Source: an optimization exercise on an open RTL-to-GDS flow (aim: small area). Production flows keep margins and buffers that such runs may drop.
Function was checked by simulation only, so behaviour that the tests miss may differ from the original.
Power and IR drop assume default switching activity.

**flow/config.mk**
```make
export PLATFORM = sky130hd
export DESIGN_NAME = tlc_driver_top
export DESIGN_NICKNAME = tlc_driver_top
export VERILOG_FILES = /design/flow/design.v
export SDC_FILE = /design/flow/constraint.sdc
export NUM_CORES = 4
export LEC_CHECK = 0
export CAP_MARGIN = 0
export CORE_MARGIN = 2
export CORE_UTILIZATION = 55
export SLEW_MARGIN = 0
```
**flow/constraint.sdc**
```tcl
create_clock -name core_clock -period 8.0 [get_ports {clk}]
set_input_delay 1.6000 -clock core_clock [delete_from_list [all_inputs] [get_ports {clk}]]
set_output_delay 1.6000 -clock core_clock [all_outputs]
set_load 0.01 [all_outputs]
```
**flow/design.v**
```verilog
`timescale 1ns/1ps
`default_nettype none
module tlc_driver_top (
	input  wire          clk,
	input  wire          rst_n,
	input  wire [719:0]  frame_in,
	input  wire          frame_req,
	output logic         frame_ack,
	output logic [3:0]   sin,
	output logic         sclk,
	output logic         xlat,
	output logic         blank,
	output logic         gsclk
);
	logic         store, hold;
	logic         ack_n;           
	logic         valid;           
	logic [719:0] frame;           
	assign store = frame_req & ~frame_ack;
	assign hold  = ~frame_req | ~ack_n;
	always_ff @(posedge clk or negedge rst_n) begin
		if (!rst_n) begin
			frame_ack <= 1'b0;
			ack_n     <= 1'b1;
			valid     <= 1'b0;
		end else begin
			frame_ack <= frame_req;
			ack_n     <= ~frame_req;
			valid     <= valid | store;
		end
	end
	always_ff @(posedge clk)
		frame <= (frame_in & {720{store}}) | (frame & {720{hold}});
	logic [2:0] r;        
	logic [2:0] s;        
	logic [5:0] k;        
	logic       tail;     
	logic       first;    
	logic [2:0] cup;
	logic       ld;       
	assign ld = tail & (r == 3'd6);
	always_ff @(posedge clk or negedge rst_n) begin
		if (!rst_n) begin
			r     <= 3'd6;
			s     <= 3'd6;
			k     <= 6'd0;
			tail  <= 1'b1;
			first <= 1'b1;
			cup   <= 3'd0;
		end else begin
			r <= r + 3'd1;
			if (r == 3'd7)
				tail <= (s == 3'd6);
			if (r == 3'd6) begin
				if (s == 3'd6) begin
					s <= 3'd5;
					k <= 6'd11;
				end else if (k == 6'd0) begin
					s <= (s == 3'd0) ? 3'd6 : s - 3'd1;
					k <= 6'd35;
				end else begin
					k <= k - 6'd1;
				end
			end
			if (tail && r == 3'd5) begin
				first <= 1'b0;
				cup   <= (cup == 3'd4) ? 3'd0 : cup + 3'd1;
			end
		end
	end
	logic [35:0] shadow [4];
	logic [4:0]  sel;
	logic        keep;
	always_comb
		for (int c = 0; c < 5; c++)
			sel[c] = ld & valid & (cup == 3'(c));
	assign keep = ~ld;
	always_ff @(posedge clk)
		for (int l = 0; l < 4; l++) begin
			logic [35:0] nxt;
			nxt = shadow[l] & {36{keep}};
			for (int c = 0; c < 5; c++)
				nxt = nxt | (frame[(3-l)*180 + c*36 +: 36] & {36{sel[c]}});
			shadow[l] <= nxt;
		end
	logic win;
	assign win = (s == cup);
	always_ff @(posedge clk or negedge rst_n) begin
		if (!rst_n)
			sin <= 4'd0;
		else if (r == 3'd7 && s != 3'd6)
			for (int l = 0; l < 4; l++)
				sin[l] <= win & shadow[l][k];
	end
	assign sclk  = r[2] & ~tail;
	assign blank = first | (tail & (r != 3'd0) & (r <= 3'd5));
	assign xlat  = tail & (r >= 3'd2) & (r <= 3'd4);
	assign gsclk = ~first & ~r[1] & (~tail | (r == 3'd0));
endmodule
`default_nettype wire
```
**flow/flow/run.sh**
```bash
#!/bin/bash
# Standard ORFS layout with two changes:
#  - port buffers use buf_1 instead of the default clkdlybuf4s50_1
#  - CTS: clkbuf_16 in larger sink clusters, no dummy loads
set -euo pipefail
export BUFFER_PORTS_ARGS="-buffer_cell sky130_fd_sc_hd__buf_1"
export CTS_ARGS="-sink_clustering_enable -repair_clock_nets -buf_list sky130_fd_sc_hd__clkbuf_8 -sink_clustering_size 18 -sink_clustering_max_diameter 60 -dont_use_dummy_load"
bash standard.sh > standard.log 2>&1
```
**flow/standard.sh**
```bash
#!/bin/bash
# synth_recipe.tcl (not shown) runs the flow's synth.tcl, then flattens the netlist and writes it again
# the make line also repeats each setting of config.mk as NAME=value (left out here)
make -C /OpenROAD-flow-scripts/flow DESIGN_CONFIG=/design/flow/config.mk WORK_HOME=/design/flow/orfs CLKGATE_MAP_FILE= SYNTH_SCRIPT=/design/flow/synth_recipe.tcl "${@:-finish}"
```
==> summary.md, run 1 <==
| Metric | Value |
|---|---|
| Status | `finished clean` |
| Final WL | `103,000 um` |
| Reg2Reg Depth | `7` |
| Area post-placement | `between 0.03 and 0.04 mm^2` |
| First DRT Iteration DRCs | `about 3,200` |
| Synthesis Warnings | `2` |
| Synthesized flop and latch total | `888` |
| Post-CTS setup repair buffer count | `0` |
| Post-route cell area | `0.0343 mm^2` |
| Htree depth | `2` |
| Vias | `roughly 25,000` |
| DR DRC count | `0` |
| Area leader, netlist | `dfxtp_1` |
| Reg2reg end | `shadow[2][6]$_DFF_P_` |
| Post-synth EDFFs | `0` |
| Mean cell area of the mapped netlist | `12.2 um^2` |
| Worst Path Required | `around 6.4 ns` |
| Floorplan row count | `86` |
| Total gr overflow | `0` |
| RD Place Congestion | `0.872` |
| Vias per Instance | `6.53` |
| Clock latency on the worst-skew pair | `0.72 ns` |
| Total die area | `between 0.05 and 0.06 mm^2` |
| Drt wl/cell | `roughly 27 um` |
| PostCTS Resize Cnt | `0` |
| Cell depth of the worst hold path | `2` |
| Fin Clk Skew | `between 0.04 and 0.05 ns` |
| CTS Buf Count | `56` |
| Reg clk slew, reported paths | `~0.12 ns` |
| TritonCTS clock tree | `yes` |
| GRT Total Usage | `33.7%` |
| Hpwl dp | `68,500 um` |
| Initial cell density of the core | `55.6%` |
| CP Class | `reg -> out` |
| Slew Viols, Final | `0` |
| Worst slack, placed | `4.16 ns` |
| Fraction of layout cells with a size suffix above 1 | `4.20%` |
| Most frequent cell after synthesis | `dfxtp_1` |
| Worst setup EP type | `output port` |
| Core footprint | `0.0550 mm^2` |
| Hold Violations, Final | `0` |
| Worst-Margin Slew | `1.32 ns` |
| IO Count | `732` |
| Seq/Total Area, Yosys | `58.6%` |
| R2R Path Start | `r[1]$_DFF_PN1_` |
| RSZ-0062 raised after global routing | `false` |
| Final WS setup | `4.14 ns` |
| Hold_sp | `frame[689]$_DFF_P_` |
| Total Power | `just over 0.008 W` |
| Hold_buf cts | `0` |
| Peak VDD IR | `0.000172 V` |
| Cells after synthesis | `2,510` |
| Crit path max fanout | `7` |
| Mapped Nets | `3,248` |
| Pin count of the biggest net entering global routing | `256` |
| Share of Yosys cell area claimed by the top area cell type | `a little under three fifths` |
| Max-Cap Viols | `0` |
| Reg-to-reg setup timing slack | `4.15 ns` |
| Startpoint types | `flip-flop` |
| Worst min path class | `reg -> reg` |
| Nets | `3,787` |
| Total negative slack | `0 ns` |
| Commonest cells in the netlist | `dfxtp_1, a22o_1, a222oi_1` |
| Drt pass-1 iters | `9` |
| CTS root buf | `clkbuf_8` |
| Leakage | `~14 nW` |
| Max-slew headroom | `12.3%` |
| Maximum clock path buffer count | `3` |
| Yosys cell types | `46` |
| First-pass GRT wire length | `148,000 um` |
| Die Y | `240 um` |
| Initial antenna violation count | `72` |
| Fmax | `259 MHz` |
| Min Clock Period, post-route | `3.86 ns` |
| Post-Syn Area | `0.0306 mm^2` |
| Synth-to-Final Area Change | `12.2%` |
| Synth top area cells | `dfxtp_1, a22o_1, a222oi_1` |
| Final cycle utilization of the critical path | `48.2%` |
| # setup viols final | `0` |
| Pwr dens | `239 mW/mm^2` |
| Sink Count | `888` |
| Die width | `240 um` |
| Hold Path Sink | `shadow[0][5]$_DFF_P_` |
| IO buf count | `731` |
| Post-synth top flop | `dfxtp_1` |
| Remaining antenna violation count | `0` |
| Ys async rst share | `2.70%` |
| CP arrival | `2.26 ns` |
| Fin util | `62.4%` |
| Vias in the first global route | `approximately 24,000` |
-- layout by cell type, fill, tap and decap left out, types with 3 or more instances in the layout --
cell type  instances
dfxtp_1          864
buf_1            730
a22o_1           721
a222oi_1         288
nand2_1          159
clkbuf_8          56
diode_2           50
mux4_2            27
mux2i_1           23
ha_1              15
dfrtp_1           15
inv_1             14
buf_4             14
nand3_1           13
nor2_1            12
a22oi_1            8
dfstp_2            7
a31oi_1            6
o21ai_0            5
xor2_1             5
a21oi_1            5
buf_12             5
and2_1             4
nand4_1            4
nor2b_1            4
o211ai_1           4
nor2_4             3
and2_4             3
mux2_2             3
a221o_1            3
-- cell families (layout without fill, tap and decap cells) --
family	after synthesis	count (layout)	share of synthesized area [%]
AO/OA/AOI/OAI	1051	1051	31.1
flip-flops	888	888	58.6
buffers and inverters	283	820	3.78
AND/OR/NAND/NOR	214	214	2.93
multiplexers	53	53	2.85
adder cells (fa/ha/maj)	15	15	0.614
XOR/XNOR	6	6	0.172
other	0	50	0
-- layout make-up --
class                   count  area (um^2)
inverters                  14         52.6
flip-flops and latches    888        17900
fillers                  4652        20700
well taps                 748          936
multi-input cells        1339        11600
repair buffers            750         2950
diodes                     50          125
clock buffers              56          771
-- through the flow --
stage | hold slack, ns | instances
2_1_floorplan | 0.439 | 2510
3_3_place_gp | 0.453 | 3739
3_5_place_dp | 0.457 | 3739
4_1_cts | 0.468 | 3795
5_1_grt | 0.496 | 3834
6_report | 0.461 | 3845
-- critical path: stages, from the launching register on --
cell and delay, ns:
dfstp_2 0.62, inv_1 0.08, ha_1 0.19, inv_1 0.06, o211ai_1 0.08, a31o_2 0.25, buf_1 0.25
-- sequential cells by signal, summed over array words and instances (netlist names), 3 cells and up --
name and flops:
r 3, sin 4, s 3, shadow 144
frame 720, cup 3, k 6
-- power by group --
| part | internal (W) | leakage (nW) | switching (W) | total [W] |
|---|---|---|---|---|
| sequential | 0.00500 | 7.53 | 0.000320 | 0.00532 |
| combinational | 0.000548 | 5.63 | 0.000359 | 0.000907 |
| clock | 0.000628 | 0.403 | 0.00135 | 0.00198 |
-- layer usage --
layer,wire [um],global-route usage [%]
met5,315,0
met4,3400,14.1
met3,10100,9.67
met2,49100,53.8
met1,39900,42.7
-- how the worst max path moves through the flow --
stage                         from                    to  slack [ns]  cells after the start
floorplan           r[1]$_DFF_PN1_                 blank        5.22                      5
global placement         frame_req    frame[377]$_DFF_P_        4.26                      6
detailed placement       frame_req    frame[470]$_DFF_P_        4.16                      6
CTS                 r[1]$_DFF_PN1_                 blank        4.09                      6
global route        r[1]$_DFF_PN1_  shadow[2][1]$_DFF_P_        4.03                      7
finish              r[1]$_DFF_PN1_                 blank        4.14                      6
==> inputs of run 2 (changes only) <==
==> flow/run.sh (new file) <==
#!/bin/bash
# synth_recipe.tcl (not shown) runs the flow's synth.tcl, then flattens the netlist and writes it again
# the make line also repeats each setting of config.mk as NAME=value (left out here)
make -C /OpenROAD-flow-scripts/flow DESIGN_CONFIG=/design/flow/config.mk WORK_HOME=/design/flow/orfs CLKGATE_MAP_FILE= SYNTH_SCRIPT=/design/flow/synth_recipe.tcl finish
--- a/flow/config.mk
+++ b/flow/config.mk
@@ -10,2 +10,5 @@
 export CORE_UTILIZATION = 55
+export CTS_BUF_LIST = sky130_fd_sc_hd__clkbuf_8
+export CTS_CLUSTER_DIAMETER = 60
+export CTS_CLUSTER_SIZE = 18
 export SLEW_MARGIN = 0
removed: flow/flow/run.sh
removed: flow/standard.sh
==> summary.md, run 2 <==
| Metric | Value |
|---|---|
| Crit path max fanout | `7 (unchanged)` |
| Post-synthesis adder-cell area fraction | `0.614% (unchanged)` |
| Post-Syn Area | `0.0306 mm^2 (unchanged)` |
| Worst min path class | `reg -> reg` |
| First DRT Iteration DRCs | `3,626 (+12%)` |
| Synth Area in Compound Gates | `31.1% (unchanged)` |
| Leakage | `15.7 nW (+16%)` |
| Buf/Inv on CP | `3 (unchanged)` |
| Drt pass-1 iters | `8 (-1)` |
| Mean cell area of the mapped netlist | `12.2 um^2 (unchanged)` |
| Hold_buf cts | `0 (unchanged)` |
| Post-route cell area | `0.0392 mm^2 (+14%)` |
| CP Class | `reg -> out` |
| CTS root buf | `clkbuf_8` |
| Slew Viols, Final | `0 (unchanged)` |
| PostCTS Resize Cnt | `0 (unchanged)` |
| Ys async rst share | `2.70% (unchanged)` |
| Floorplan row count | `86 (unchanged)` |
| Max-slew headroom | `15.8% (+3.4 points)` |
| CP arrival | `2.67 ns (+0.41 ns)` |
| Worst Path Required | `6.40 ns (about the same)` |
| Synthesized flop and latch total | `888 (unchanged)` |
| Sink Count | `888 (unchanged)` |
| Synth top area cells | `dfxtp_1, a22o_1, a222oi_1` |
| Synth Area in Simple Gates | `2.93% (unchanged)` |
| Maximum clock path buffer count | `3 (unchanged)` |
| Peak VDD IR | `0.000134 V (-22%)` |
| Fmax | `234 MHz (-9.6%)` |
| Synthesis Warnings | `2 (unchanged)` |
| Hold Violations, Final | `0 (unchanged)` |
| Min Clock Period, post-route | `4.27 ns (+0.412 ns)` |
| Initial antenna violation count | `94 (+31%)` |
| Nets | `3,794 (+0.18%)` |
| Commonest non-fill, non-tap cell in the layout | `dfxtp_1` |
| Cells after synthesis | `2,510 (unchanged)` |
| Fillers | `4,019 (-14%)` |
| Pwr dens | `221 mW/mm^2 (-7.7%)` |
| Post-synthesis mux area share | `2.85% (unchanged)` |
| Multi-input logic area | `0.0116 mm^2 (unchanged)` |
| RD Place Congestion | `0.895 (+2.7%)` |
| Fin util | `71.3% (+8.9 points)` |
| # setup viols final | `0 (unchanged)` |
| Total die area | `0.0575 mm^2 (unchanged)` |
| XOR/XNOR Fraction of Synth Area | `0.172% (unchanged)` |
| Post-synth EDFFs | `0 (unchanged)` |
| Total gr overflow | `0 (unchanged)` |
| Final cycle utilization of the critical path | `53.3% (+5.1 points)` |
| Fin Clk Skew | `0.0304 ns (-0.0103 ns)` |
| Post-synth top flop | `dfxtp_1` |
| IO Count | `732 (unchanged)` |
| Reg clk slew, reported paths | `0.12 ns (about the same)` |
| Total negative slack | `0 ns (unchanged)` |
| Crit path top cell by count | `inv_1` |
| Seq/Total Area, Yosys | `58.6% (unchanged)` |
| DR DRC count | `0 (unchanged)` |
| Most flop-heavy register | `frame` |
| Top flop regs | `frame x720, shadow x144, k x6` |
| Post-CTS setup repair buffer count | `0 (unchanged)` |
| Max-Cap Viols | `0 (unchanged)` |
| Largest family of logic cells by synthesized area | `compound AO/OA/AOI/OAI gates` |
| Worst setup EP type | `output port` |
| Htree depth | `2 (unchanged)` |
| Pin count of the biggest net entering global routing | `240 (-6.3%)` |
| GRT Total Usage | `34.9% (+1.2 points)` |
| RSZ-0062 raised after global routing | `false` |
| Core footprint | `0.0550 mm^2 (unchanged)` |
| Max incr delay on CP | `0.66 ns (+0.04 ns)` |
| IO buf count | `731 (unchanged)` |
| Die width | `240 um (unchanged)` |
| Commonest non-fill, non-tap cells in the layout | `dfxtp_1, clkdlybuf4s50_1, a22o_1, a222oi_1, nand2_1` |
| CTS Buf Count | `57 (+1.8%)` |
| Most frequent cell after synthesis | `dfxtp_1` |
| Die Y | `240 um (unchanged)` |
| CP Cell Sequence | `inv_1 -> ha_1 -> inv_1 -> o211ai_1 -> a31o_2 -> clkdlybuf4s50_1` |
| Yosys cell types | `46 (unchanged)` |
| Commonest cells in the netlist | `dfxtp_1, a22o_1, a222oi_1` |
| Hpwl dp | `71,400 um (+4.2%)` |
| Status | `finished clean` |
| Area leader, netlist | `dfxtp_1` |
| Share of Yosys cell area claimed by the top area cell type | `56.6% (unchanged)` |
| Mapped Nets | `3,248 (unchanged)` |
| Clock latency on the worst-skew pair | `0.73 ns (about the same)` |
| Vias in the first global route | `24,600 (+3.9%)` |
| Startpoint types | `flip-flop` |
| Remaining antenna violation count | `0 (unchanged)` |
| Delay-heaviest family, CP | `buffers and inverters` |
| First-pass GRT wire length | `152,000 um (+3.3%)` |
| Synth-to-Final Area Change | `28.3%` |
| Max FFs per register | `720 (unchanged)` |
| TritonCTS clock tree | `yes` |
| Fraction of layout cells with a size suffix above 1 | `4.84% (+0.64 points)` |
| Hold Slack | `0.480 ns (+0.0186 ns)` |
| Register cell area after layout | `0.0179 mm^2 (unchanged)` |
| Drt wl/cell | `27.0 um (+1.1%)` |
| Vias | `25,300 (+0.57%)` |
| Initial cell density of the core | `55.6% (unchanged)` |
| Final WL | `105,000 um (+2.5%)` |
| Slowest stage cell on the critical path | `clkdlybuf4s50_1` |
| Area post-placement | `0.0380 mm^2 (+14%)` |
| Vias per Instance | `6.48 (-0.80%)` |
| Worst-Margin Slew | `1.26 ns (-0.0515 ns)` |
-- run 2: final cells by class --
type,instances,area share [%]
clock buffers,62,2.18
inverters,14,0.134
well taps,748,2.39
diodes,73,0.466
multi-input cells,1339,29.5
clock inverters,18,0.402
flip-flops and latches,888,45.7
repair buffers,756,19.3
-- run 2: through the flow --
step | cells | setup slack (ns) | power, W
finish | 3898 | 3.73 | 0.00866
global placement | 3745 | 3.80 | 0.00647
floorplan | 2510 | 5.22 | 0.00595
global route | 3884 | 3.66 | 0.00898
CTS | 3825 | 3.72 | 0.00866
detailed placement | 3745 | 3.69 | 0.00653
-- run 2: final timing paths --
check,slack [ns],cells past startpoint,from,endpoint
max,3.73,6,r[1]$_DFF_PN1_,blank
min,0.48,2,frame[145]$_DFF_P_,shadow[3][1]$_DFF_P_
max reg2reg,4.02,8,r[1]$_DFF_PN1_,shadow[3][31]$_DFF_P_
min reg2reg,0.48,2,frame[145]$_DFF_P_,shadow[3][1]$_DFF_P_
max in group asynchronous,6.40,2,rst_n,s[1]$_DFFE_PN1P_
min in group asynchronous,1.27,2,rst_n,frame_ack$_DFF_PN0_
-- run 2: cell families after synthesis --
logic type	after synthesis
AO/OA/AOI/OAI	1051
XOR/XNOR	6
adder cells (fa/ha/maj)	15
buffers and inverters	283
flip-flops	888
multiplexers	53
AND/OR/NAND/NOR	214
-- run 2: per-layer routing --
| metal | wire, um | share of wire (%) | GRT usage (%) |
|---|---|---|---|
| met1 | 40000 | 38 | 42.9 |
| met2 | 49700 | 47 | 54.7 |
| met3 | 10700 | 10 | 10.6 |
| met4 | 4560 | 4.3 | 19.1 |
| met5 | 351 | 0.33 | 0 |
-- run 2: power breakdown --
part | internal, W | switching (W) | leakage, nW | total (W)
Clock | 0.000803 | 0.00139 | 0.555 | 0.00220
Combinational | 0.000776 | 0.000361 | 7.64 | 0.00114
Sequential | 0.00500 | 0.000324 | 7.53 | 0.00532
Total | 0.00658 | 0.00208 | 15.7 | 0.00866
-- run 2: worst min-delay path, cell delays in order (launching register included) --
cell and delay, ns:
dfxtp_1 0.35, a222oi_1 0.07, nand2_1 0.06

-- static timing again, ports no longer ideal --
How much do the figures lean on ideal ports? The routed layouts below were timed once more, with nothing changed but the port constraints. Step 1 sets driving cells, clkbuf_16 on the clock port and buf_2 on the other inputs (assumed; they add their load-dependent delay and slew). Step 2, shift: input delay + t, output delay - t, t = (earliest + latest rising clock arrival at the registers) / 2. This alone moves slack from input paths to output paths. Three values: no drivers, after step 1, after step 2; two values: the first two.
run | t (ns) | slack for setup (ns) | worst hold slack (ns) | worst data-port slew with drivers (ns) | pins driven straight from the clock port
run 1 | 0.762 | 4.145 / 4.084 / 4.018 | 0.461 / 0.461 / 0.461 | 0.16 | 1
run 2 | 0.778 | 3.733 / 3.671 / 3.531 | 0.480 / 0.480 / 0.480 | 0.20 | 1
After both steps every run listed still meets setup and hold. For run 2, which loses most, drivers alone change the setup slack by -0.062 ns; drivers and shift together by -0.202 ns.
